Source: an optimization exercise on an open RTL-to-GDS flow (aim: small area, a short achievable clock period and few clock cycles). Production flows keep margins and buffers that such runs may drop.
The RTL was checked by simulation tests, not by an equivalence proof against the original design.

==> flow/design.v <==
package bra_pkg;
	localparam int VALUE_WIDTH = 50;
	localparam int DEN_WIDTH   = 32;
	localparam logic [49:0]          SCALE      = 50'd1000000000000;
	localparam logic [49:0]          HALF_SCALE = 50'd500000000000;
	localparam logic [DEN_WIDTH-1:0] MAXD_RESET = 32'd1000000;
endpackage
module bra_ge #(parameter int W = 8) (
	input  logic [W-1:0] a,
	input  logic [W-1:0] b,
	output logic         ge
);
	localparam int L = $clog2(W);
	localparam int N = 1 << L;
	genvar l, i;
	generate
		for (l = 0; l <= L; l = l + 1) begin : lv
			wire [(N >> l)-1:0] g;
			wire [(N >> l)-1:0] p;
			if (l == 0) begin : leaf
				for (i = 0; i < N; i = i + 1) begin : b0
					if (i < W) begin : in
						assign g[i] = a[i] & ~b[i];
						assign p[i] = a[i] | ~b[i];
					end else begin : pad
						assign g[i] = 1'b0;
						assign p[i] = 1'b1;
					end
				end
			end else begin : node
				for (i = 0; i < (N >> l); i = i + 1) begin : bn
					assign g[i] = lv[l-1].g[2*i+1] | (lv[l-1].p[2*i+1] & lv[l-1].g[2*i]);
					assign p[i] = lv[l-1].p[2*i+1] & lv[l-1].p[2*i];
				end
			end
		end
	endgenerate
	assign ge = lv[L].g[0] | lv[L].p[0];
endmodule
module bra_add #(parameter int W = 8) (
	input  logic [W-1:0] a,
	input  logic [W-1:0] b,
	input  logic         ci,
	output logic [W-1:0] s,
	output logic         co
);
	localparam int L = $clog2(W);
	genvar l, i;
	generate
		for (l = 0; l <= L; l = l + 1) begin : lv
			wire [W-1:0] g;
			wire [W-1:0] p;
			if (l == 0) begin : leaf
				assign g[W-1:1] = a[W-1:1] & b[W-1:1];
				assign p[W-1:1] = a[W-1:1] | b[W-1:1];
				assign g[0] = (a[0] & b[0]) | ((a[0] | b[0]) & ci);
				assign p[0] = 1'b0;
			end else begin : node
				for (i = 0; i < W; i = i + 1) begin : bn
					if (i >= (1 << (l - 1))) begin : cmb
						assign g[i] = lv[l-1].g[i] | (lv[l-1].p[i] & lv[l-1].g[i - (1 << (l - 1))]);
						assign p[i] = lv[l-1].p[i] & lv[l-1].p[i - (1 << (l - 1))];
					end else begin : pass
						assign g[i] = lv[l-1].g[i];
						assign p[i] = lv[l-1].p[i];
					end
				end
			end
		end
	endgenerate
	assign s  = (a ^ b) ^ {lv[L].g[W-2:0], ci};
	assign co = lv[L].g[W-1];
endmodule
module bra_topbit #(parameter int W = 8, parameter int OW = 6) (
	input  logic [W-1:0]  x,
	output logic [OW-1:0] pos,
	output logic          nz
);
	localparam int L = $clog2(W);
	localparam int N = 1 << L;
	genvar l, i;
	generate
		for (l = 0; l <= L; l = l + 1) begin : lv
			wire [(N >> l)-1:0]   v;
			wire [(N >> l)*L-1:0] p;    
			if (l == 0) begin : leaf
				for (i = 0; i < N; i = i + 1) begin : b0
					if (i < W) begin : in
						assign v[i] = x[i];
					end else begin : pad
						assign v[i] = 1'b0;
					end
				end
				assign p = '0;
			end else begin : node
				localparam logic [L-1:0] TOP = 1 << (l - 1);
				for (i = 0; i < (N >> l); i = i + 1) begin : bn
					assign v[i] = lv[l-1].v[2*i+1] | lv[l-1].v[2*i];
					assign p[i*L +: L] = lv[l-1].v[2*i+1] ? (lv[l-1].p[(2*i+1)*L +: L] | TOP) :
						lv[l-1].p[(2*i)*L +: L];
				end
			end
		end
	endgenerate
	assign pos = lv[L].p;
	assign nz  = lv[L].v[0];
endmodule
import bra_pkg::*;
module best_rational_approximation (
	input  logic                 clk,
	input  logic                 arst_n,
	input  logic                 in_valid,
	output logic                 in_ready,
	input  logic [50:0]          in_data,
	output logic                 out_valid,
	input  logic                 out_ready,
	output logic [82:0]          out_data,
	input  logic                 cfg_wen,
	input  logic [bra_pkg::DEN_WIDTH-1:0] cfg_wdata
);
	logic st_idle, st_setup, st_setup2, st_bit, st_pset, st_pbit;
	logic first_q, out_valid_q;
	logic [31:0] lim_q;
	logic [5:0]  plim_q, p_lim;     
	logic        lim_nz;
	logic [49:0] n_q, ds_q, p0_q;
	logic [51:0] ps_q;
	logic [31:0] q0_q, qs_q;
	logic [10:0] pone_q;    
	logic [40:0] r2_q;      
	logic [5:0]  j_q, posd_q, posr_q, posq_q;
	logic        rnz_q;
	logic        d2_q;      
	logic        neg_cur_q, neg_out_q;
	bra_topbit #(.W(32)) u_p_lim (.x(lim_q), .pos(p_lim), .nz(lim_nz));
	logic        nok, qok, acc, accq, brk;
	logic [33:0] qcs_s, qcs_c, qcs_sum, nlim;
	logic [31:0] qsum;
	logic [49:0] nsub, n1, p01, psum;
	logic [31:0] q01;
	logic [40:0] r2sub, r21;
	logic [5:0]  p_nsub, p_n, p_qsum, p_q0;
	logic        nz_nsub, nz_n, nz_qsum, nz_q0;
	assign nlim  = ~{2'b0, lim_q};
	assign qcs_s = {2'b0, q0_q} ^ {2'b0, qs_q} ^ nlim;
	assign qcs_c = {(({1'b0, q0_q} & {1'b0, qs_q}) | ({1'b0, q0_q} & nlim[32:0]) |
		({1'b0, qs_q} & nlim[32:0])), 1'b0};
	bra_add #(.W(34)) u_qcmp (.a(qcs_s), .b(qcs_c), .ci(1'b0), .s(qcs_sum), .co());
	assign qok   = qcs_sum[33];
	assign acc   = nok & (qok | first_q);
	assign accq  = acc & !first_q;
	bra_add #(.W(50)) u_nsub (.a(n_q), .b(~ds_q), .ci(1'b1), .s(nsub), .co(nok));
	assign brk = nok;
	bra_add #(.W(32)) u_qsum (.a(q0_q), .b(qs_q), .ci(1'b0), .s(qsum), .co());
	assign psum  = p0_q + (first_q ? {39'd0, pone_q} : ps_q[49:0]);
	assign r2sub = r2_q - {ds_q[39:0], 1'b0};
	assign n1    = acc ? nsub : n_q;
	assign p01   = acc ? psum : p0_q;
	assign q01   = accq ? qsum : q0_q;
	assign r21   = acc ? r2sub : r2_q;
	bra_topbit #(.W(40)) u_p_nsub (.x(nsub[39:0]), .pos(p_nsub), .nz(nz_nsub));
	bra_topbit #(.W(40)) u_p_n    (.x(n_q[39:0]), .pos(p_n), .nz(nz_n));
	bra_topbit #(.W(32)) u_p_qsum (.x(qsum), .pos(p_qsum), .nz(nz_qsum));
	bra_topbit #(.W(32)) u_p_q0   (.x(q0_q), .pos(p_q0), .nz(nz_q0));
	logic [3:0]  j1;
	logic        j1_nz;
	bra_topbit #(.W(11), .OW(4)) u_p_j1 (.x(in_data[49:39]), .pos(j1), .nz(j1_nz));
	logic [5:0]  jn, jq;
	logic [4:0]  jset;
	logic        cap, jq_ge_jn;
	logic [39:0] n_shl;
	logic        stall, r2_ge, fin_semi, fin_conv, exact, brk_go;
	bra_add #(.W(6)) u_jn (.a(posd_q), .b(~posr_q), .ci(1'b1), .s(jn), .co());
	bra_add #(.W(6)) u_jq (.a(plim_q), .b(~posq_q), .ci(1'b1), .s(jq), .co());
	bra_ge  #(.W(6)) u_cap (.a(jq), .b(jn), .ge(jq_ge_jn));
	assign cap    = !jq_ge_jn;
	assign jset   = st_setup ? jn[4:0] : j_q[4:0];
	assign n_shl  = n_q[39:0] << jset;
	logic [40:0] nx;
	logic        r2nd, dec;
	assign nx    = {n_q[39:0], 1'b0};
	assign r2nd  = nx[posr_q];
	assign dec   = st_setup && r2nd && !d2_q;
	assign stall  = first_q && out_valid_q;
	bra_ge #(.W(40)) u_r2ge (.a(r2_q[39:0]), .b(ds_q[39:0]), .ge(r2_ge));
	assign fin_semi = brk && r2_q[40];
	assign fin_conv = brk && !r2_q[40] && r2_ge;
	assign brk_go   = brk && !r2_q[40] && !r2_ge;
	assign exact    = !brk && !rnz_q;
	logic big_prod, pbit;
	assign big_prod = ({1'b0, posd_q} + {1'b0, posq_q}) >= 7'd39;
	assign pbit     = q0_q[j_q[4:0]];
	logic done_conv, done_semi, done, swap, to_setup2;
	always_comb begin
		done_conv = 1'b0;
		done_semi = 1'b0;
		if (st_setup && !stall) begin
			done_semi = fin_semi || exact;
			done_conv = fin_conv;
		end
		if (st_pset) done_semi = big_prod;
		if (st_pbit) begin
			done_semi = pbit && !nok;
			done_conv = !(pbit && !nok) && (j_q == 6'd0);
		end
	end
	assign done      = done_conv || done_semi;
	assign swap      = ((st_setup && !brk && !exact && !cap) || st_setup2) && !stall;
	assign to_setup2 = st_setup && !stall && !brk && !exact && cap;
	assign in_ready  = st_idle;
	assign out_valid = out_valid_q;
	assign out_data  = {neg_out_q, ps_q[49:0], qs_q};
	always_ff @(posedge clk or negedge arst_n) begin
		if (!arst_n) begin
			st_idle     <= 1'b1;
			st_setup    <= 1'b0;
			st_setup2   <= 1'b0;
			st_bit      <= 1'b0;
			st_pset     <= 1'b0;
			st_pbit     <= 1'b0;
			lim_q       <= MAXD_RESET;
			plim_q      <= 6'd19;
			out_valid_q <= 1'b0;
		end else begin
			if (cfg_wen) begin
				lim_q <= {cfg_wdata[31:1], cfg_wdata[0] | (cfg_wdata == 32'd0)};
			end
			plim_q <= p_lim;
			if (done) begin
				out_valid_q <= 1'b1;
			end else if (out_ready) begin
				out_valid_q <= 1'b0;
			end
			st_idle   <= (st_idle && !in_valid) || done;
			st_setup  <= (st_bit && j_q == 6'd0) || (st_setup && stall);
			st_setup2 <= to_setup2 || (st_setup2 && stall);
			st_bit    <= (st_idle && in_valid) || swap || (st_bit && j_q != 6'd0);
			st_pset   <= st_setup && brk_go;
			st_pbit   <= (st_pset && !done) || (st_pbit && !done);
		end
	end
	always_ff @(posedge clk) begin
		if (done) begin
			neg_out_q <= neg_cur_q;
		end
		if (done_semi) begin
			ps_q <= {2'b0, p0_q};
			qs_q <= q0_q;
		end
		if (st_idle) begin
			n_q       <= in_data[49:0];
			neg_cur_q <= in_data[50];
			first_q   <= 1'b1;
			ds_q      <= SCALE << j1;
			pone_q    <= 11'd1 << j1;
			p0_q      <= 50'd0;
			q0_q      <= 32'd1;
			j_q       <= {2'b0, j1};
			posd_q    <= 6'd39;
			d2_q      <= 1'b1;    
		end
		if (swap) begin
			first_q <= 1'b0;
			n_q     <= ds_q;
			ds_q    <= dec ? {11'd0, n_shl[39:1]} : {10'd0, n_shl};
			p0_q    <= first_q ? 50'd1 : ps_q[49:0];
			ps_q    <= dec ? ({2'b0, p0_q} << jset) >> 1 : {2'b0, p0_q} << jset;
			q0_q    <= first_q ? 32'd0 : qs_q;
			qs_q    <= dec ? (q0_q << jset) >> 1 : q0_q << jset;
			r2_q    <= {1'b0, ds_q[39:0]};
			j_q     <= {1'b0, jset} - {5'd0, dec};
			posd_q  <= posr_q;
			d2_q    <= r2nd;
		end
		if (to_setup2) begin
			j_q <= jq;
		end
		if (st_setup && brk_go) begin
			n_q <= ds_q;
			j_q <= posq_q;
		end
		if (st_bit) begin
			n_q    <= n1;
			p0_q   <= p01;
			q0_q   <= q01;
			r2_q   <= r21;
			posr_q <= acc ? p_nsub : p_n;
			rnz_q  <= acc ? nz_nsub : nz_n;
			posq_q <= accq ? p_qsum : p_q0;
			if (j_q != 6'd0) begin
				ds_q   <= ds_q >> 1;
				pone_q <= pone_q >> 1;
				j_q    <= j_q - 6'd1;
				if (!first_q) begin
					qs_q <= qs_q >> 1;
					ps_q <= ps_q >> 1;
				end
			end
		end
		if (st_pset && !big_prod) begin
			ds_q <= {10'd0, n_shl};
			n_q  <= HALF_SCALE;
		end
		if (st_pbit) begin
			if (pbit && nok) n_q <= nsub;
			ds_q <= ds_q >> 1;
			j_q  <= j_q - 6'd1;
		end
	end
endmodule
export LEC_CHECK = 0
export CAP_MARGIN = 20
export CORE_MARGIN = 2
export CORE_UTILIZATION = 40
export SLEW_MARGIN = 20
create_clock -name core_clock -period 10.0 [get_ports {clk}]
standard.sh (not shown) runs the stock make flow with config.mk's settings and CLKGATE_MAP_FILE= SYNTH_SCRIPT=/design/flow/synth_recipe.tcl, a recipe that flattens the netlist after the stock synthesis.
==> flow/flow/run.sh <==
#!/bin/bash
set -euo pipefail
bash standard.sh SETUP_SLACK_MARGIN=6 finish > standard_flow.log 2>&1
The first run finished with timing, DRC and antenna clean.
Testbench counts at the start, summed over its fixed seeds: cycles 18,957.
Edit:
--- a/flow/design.v
+++ b/flow/design.v
@@ -41,8 +41,7 @@
 	input  logic [W-1:0] a,
 	input  logic [W-1:0] b,
 	input  logic         ci,
-	output logic [W-1:0] s,
-	output logic         co
+	output logic [W-1:0] s
 );
 	localparam int L = $clog2(W);
 	genvar l, i;
@@ -68,8 +67,7 @@
 			end
 		end
 	endgenerate
-	assign s  = (a ^ b) ^ {lv[L].g[W-2:0], ci};
-	assign co = lv[L].g[W-1];
+	assign s = (a ^ b) ^ {lv[L].g[W-2:0], ci};
 endmodule
 module bra_topbit #(parameter int W = 8, parameter int OW = 6) (
 	input  logic [W-1:0]  x,
@@ -131,9 +129,10 @@
 	logic [5:0]  j_q, posd_q, posr_q, posq_q;
 	logic        rnz_q;
 	logic        d2_q;      
+	logic        brk_q;
 	logic        neg_cur_q, neg_out_q;
 	bra_topbit #(.W(32)) u_p_lim (.x(lim_q), .pos(p_lim), .nz(lim_nz));
-	logic        nok, qok, acc, accq, brk;
+	logic        nok, nok2, qok, acc, accq;
 	logic [33:0] qcs_s, qcs_c, qcs_sum, nlim;
 	logic [31:0] qsum;
 	logic [49:0] nsub, n1, p01, psum;
@@ -141,17 +140,18 @@
 	logic [40:0] r2sub, r21;
 	logic [5:0]  p_nsub, p_n, p_qsum, p_q0;
 	logic        nz_nsub, nz_n, nz_qsum, nz_q0;
+	bra_ge #(.W(50)) u_nok (.a(n_q), .b(ds_q), .ge(nok));
+	bra_ge #(.W(51)) u_nok2 (.a({1'b0, n_q}), .b({ds_q, 1'b0}), .ge(nok2));
 	assign nlim  = ~{2'b0, lim_q};
 	assign qcs_s = {2'b0, q0_q} ^ {2'b0, qs_q} ^ nlim;
 	assign qcs_c = {(({1'b0, q0_q} & {1'b0, qs_q}) | ({1'b0, q0_q} & nlim[32:0]) |
 		({1'b0, qs_q} & nlim[32:0])), 1'b0};
-	bra_add #(.W(34)) u_qcmp (.a(qcs_s), .b(qcs_c), .ci(1'b0), .s(qcs_sum), .co());
+	bra_add #(.W(34)) u_qcmp (.a(qcs_s), .b(qcs_c), .ci(1'b0), .s(qcs_sum));
 	assign qok   = qcs_sum[33];
 	assign acc   = nok & (qok | first_q);
 	assign accq  = acc & !first_q;
-	bra_add #(.W(50)) u_nsub (.a(n_q), .b(~ds_q), .ci(1'b1), .s(nsub), .co(nok));
-	assign brk = nok;
-	bra_add #(.W(32)) u_qsum (.a(q0_q), .b(qs_q), .ci(1'b0), .s(qsum), .co());
+	bra_add #(.W(50)) u_nsub (.a(n_q), .b(~ds_q), .ci(1'b1), .s(nsub));
+	bra_add #(.W(32)) u_qsum (.a(q0_q), .b(qs_q), .ci(1'b0), .s(qsum));
 	assign psum  = p0_q + (first_q ? {39'd0, pone_q} : ps_q[49:0]);
 	assign r2sub = r2_q - {ds_q[39:0], 1'b0};
 	assign n1    = acc ? nsub : n_q;
@@ -170,8 +170,8 @@
 	logic        cap, jq_ge_jn;
 	logic [39:0] n_shl;
 	logic        stall, r2_ge, fin_semi, fin_conv, exact, brk_go;
-	bra_add #(.W(6)) u_jn (.a(posd_q), .b(~posr_q), .ci(1'b1), .s(jn), .co());
-	bra_add #(.W(6)) u_jq (.a(plim_q), .b(~posq_q), .ci(1'b1), .s(jq), .co());
+	bra_add #(.W(6)) u_jn (.a(posd_q), .b(~posr_q), .ci(1'b1), .s(jn));
+	bra_add #(.W(6)) u_jq (.a(plim_q), .b(~posq_q), .ci(1'b1), .s(jq));
 	bra_ge  #(.W(6)) u_cap (.a(jq), .b(jn), .ge(jq_ge_jn));
 	assign cap    = !jq_ge_jn;
 	assign jset   = st_setup ? jn[4:0] : j_q[4:0];
@@ -183,10 +183,10 @@
 	assign dec   = st_setup && r2nd && !d2_q;
 	assign stall  = first_q && out_valid_q;
 	bra_ge #(.W(40)) u_r2ge (.a(r2_q[39:0]), .b(ds_q[39:0]), .ge(r2_ge));
-	assign fin_semi = brk && r2_q[40];
-	assign fin_conv = brk && !r2_q[40] && r2_ge;
-	assign brk_go   = brk && !r2_q[40] && !r2_ge;
-	assign exact    = !brk && !rnz_q;
+	assign fin_semi = brk_q && r2_q[40];
+	assign fin_conv = brk_q && !r2_q[40] && r2_ge;
+	assign brk_go   = brk_q && !r2_q[40] && !r2_ge;
+	assign exact    = !brk_q && !rnz_q;
 	logic big_prod, pbit;
 	assign big_prod = ({1'b0, posd_q} + {1'b0, posq_q}) >= 7'd39;
 	assign pbit     = q0_q[j_q[4:0]];
@@ -205,8 +205,8 @@
 		end
 	end
 	assign done      = done_conv || done_semi;
-	assign swap      = ((st_setup && !brk && !exact && !cap) || st_setup2) && !stall;
-	assign to_setup2 = st_setup && !stall && !brk && !exact && cap;
+	assign swap      = ((st_setup && !brk_q && !exact && !cap) || st_setup2) && !stall;
+	assign to_setup2 = st_setup && !stall && !brk_q && !exact && cap;
 	assign in_ready  = st_idle;
 	assign out_valid = out_valid_q;
 	assign out_data  = {neg_out_q, ps_q[49:0], qs_q};
@@ -287,6 +287,7 @@
 			posr_q <= acc ? p_nsub : p_n;
 			rnz_q  <= acc ? nz_nsub : nz_n;
 			posq_q <= accq ? p_qsum : p_q0;
+			brk_q  <= acc ? nok2 : nok;
 			if (j_q != 6'd0) begin
 				ds_q   <= ds_q >> 1;
 				pone_q <= pone_q >> 1;
What happened: Worst setup slack gets better by 0.18 ns. Hold slack gets better by 0.012 ns. Synthesized area climbs by 1.5%. Global-route usage is about the same. Final area drops by 1.2%. Die area climbs by 1.5%.
Testbench counts after the change, summed over its fixed seeds: cycles 18,957.

## static timing again, ports no longer ideal
The flow's constraints put no driver on any port. The routed layouts listed below were extracted and timed again, unchanged, in two steps. Step 1, drivers: a clkbuf_16 drives clk and a buf_2 each remaining input, both assumed. Step 2, shift: input delay + t, output delay - t, t = (earliest + latest rising clock arrival at the registers) / 2. This alone moves slack from input paths to output paths. Three values: no drivers, after step 1, after step 2; two values: the first two.
run | shift t [ns] | setup slack, ns | latest minus earliest clock arrival (ns)
the first run | 0.772 | 5.704 / 5.704 / 5.138 | 0.056 / 0.057
the second run | 0.762 | 5.883 / 5.882 / 5.317 | 0.040 / 0.040
After both steps setup and hold are still met in every run listed.
